From an optimization exercise on the open Yosys and OpenROAD flow, aimed at small area; shortcuts taken in it are not production practice. The RTL was checked by simulation tests, not by an equivalence proof against the original design. Power and IR drop assume default switching activity.

Design ubtb_sa, start of the top module:
module ubtb_sa #(
  parameter int MXLEN   = 32,
  parameter int SETS    = 16,
  parameter int WAYS    = 4,
  parameter int FETCH_W = 2,
  parameter int TAG_LEN = 10
) (
  input  logic                       i_clk,
  input  logic                       i_rstn,
  input  logic                       i_lkp_valid,
  input  logic [MXLEN-1:0]           i_lkp_pc,
  output logic                       o_pred_valid,
  output logic                       o_pred_hit,
  output logic                       o_pred_taken,
  output logic [$clog2(FETCH_W)-1:0] o_pred_slot,
  output logic [MXLEN-1:0]           o_pred_target,
  input  logic                       i_upd_valid,
  input  logic [MXLEN-1:0]           i_upd_pc,
  input  logic                       i_upd_taken,
  input  logic [MXLEN-1:0]           i_upd_target,
  input  logic                       i_flush
);
Settings: LEC_CHECK=0, CAP_MARGIN=5, CORE_MARGIN=2, CORE_UTILIZATION=45, PLACE_DENSITY=0.5, SLEW_MARGIN=5, SYNTH_HIERARCHICAL=1; clock period 12.0 ns.
standard.sh (not shown) runs the stock make flow with config.mk's settings and CLKGATE_MAP_FILE= SYNTH_SCRIPT=/design/flow/synth_recipe.tcl, a recipe that flattens the netlist after the stock synthesis.
==> flow/flow/run.sh <==
#!/bin/bash
# Layout flow: the standard flow, except that the clock tree and port buffers are
# lighter (see below) and that ABC maps the combinational logic with an
# area-oriented script (flow/area.abc) instead of ORFS's speed script. Synthesis is otherwise
# the standard flow's own (synth_recipe.tcl: no fsm/share, flatten, rename), so registers are unchanged.
set -euo pipefail
W=$PWD
F=$W/flow

# ORFS's synth.tcl with only the ABC script swapped.
sed 's#log_cmd abc {\*}\$abc_args#log_cmd abc {*}[lreplace $abc_args 1 1 '"$F"'/area.abc]#' \
  "$FLOW_HOME/scripts/synth.tcl" > "$W/area_synth.tcl"
grep -q "area.abc" "$W/area_synth.tcl"
# synth_recipe.tcl, sourcing the modified synth.tcl.
sed 's#source \$::env(SCRIPTS_DIR)/synth.tcl#source '"$W"'/area_synth.tcl#' \
  "$W/synth_recipe.tcl" > "$W/area_synth_recipe.tcl"
grep -q "area_synth.tcl" "$W/area_synth_recipe.tcl"

make -C "$FLOW_HOME" DESIGN_CONFIG="$W/config.mk" WORK_HOME="$W/orfs" CLKGATE_MAP_FILE= \
  SYNTH_SCRIPT="$W/area_synth_recipe.tcl" synth > "$W/synth.log" 2>&1

# The rest of the layout is the standard flow on that netlist, with a lighter clock tree
# (clkbuf_16 only, larger sink clusters, no dummy balancing loads) and the ports buffered with
# buf_1 cells.
export CTS_ARGS="-sink_clustering_enable -repair_clock_nets -dont_use_dummy_load -buf_list {sky130_fd_sc_hd__clkbuf_16} -sink_clustering_size 25 -sink_clustering_max_diameter 80 -sink_clustering_levels 1"
export BUFFER_PORTS_ARGS="-inputs -outputs -buffer_cell sky130_fd_sc_hd__buf_1"
bash "$W/standard.sh" > "$W/layout.log" 2>&1
==> flow/flow/area.abc <==
&get -n
&st
&syn2
&dch
&nf -a -R 1000 -C 32
&st
&dch
&nf -a -R 1000 -C 32
&put
==> next run, changes <==
--- a/flow/flow/run.sh
+++ b/flow/flow/run.sh
@@ -21,7 +21,7 @@
 
 # The rest of the layout is the standard flow on that netlist, with a lighter clock tree
-# (clkbuf_16 only, larger sink clusters, no dummy balancing loads) and the ports buffered with
+# (clkbuf_8/16, larger sink clusters, no dummy balancing loads) and the ports buffered with
 # buf_1 cells.
-export CTS_ARGS="-sink_clustering_enable -repair_clock_nets -dont_use_dummy_load -buf_list {sky130_fd_sc_hd__clkbuf_16} -sink_clustering_size 25 -sink_clustering_max_diameter 80 -sink_clustering_levels 1"
+export CTS_ARGS="-sink_clustering_enable -repair_clock_nets -dont_use_dummy_load -buf_list {sky130_fd_sc_hd__clkbuf_8 sky130_fd_sc_hd__clkbuf_16} -sink_clustering_size 25 -sink_clustering_max_diameter 60"
 export BUFFER_PORTS_ARGS="-inputs -outputs -buffer_cell sky130_fd_sc_hd__buf_1"
 bash "$W/standard.sh" > "$W/layout.log" 2>&1
Result: The new run finished clean; power increases by about 4.4%; utilization increases by 0.47 points; hold slack loses 5.3 ps; maximum frequency decreases by 1.2%; first-iteration DRC count decreases by 2.0%; wire length barely changes.

static timing again, ports no longer ideal:
The results above use ideal ports. As a check the final layouts listed here were re-extracted and re-timed, cells and wires unchanged. Step 1 (the two cells are an assumption about what drives the block):
set clk [get_ports {i_clk}]
set_driving_cell -lib_cell sky130_fd_sc_hd__clkbuf_16 $clk
set_driving_cell -lib_cell sky130_fd_sc_hd__buf_2 [delete_from_list [all_inputs] $clk]
Step 2, shift: input delay + t, output delay - t, t = (earliest + latest rising clock arrival at the registers) / 2. This alone moves slack from input paths to output paths. Slacks: ideal ports / drivers / drivers and shift; pairs: ideal ports / drivers.
run | shift t [ns] | slack for setup (ns) | hold WS [ns]
the first run | 0.919 | 1.273 / 1.221 / 0.302 | 0.475 / 0.475 / 0.475
the second run | 0.943 | 1.143 / 1.070 / 0.128 | 0.470 / 0.470 / 0.470
After both steps every run listed still meets setup and hold. The setup slack of the second run, which loses most, moves by -0.073 ns with the drivers and by -1.015 ns with both steps.
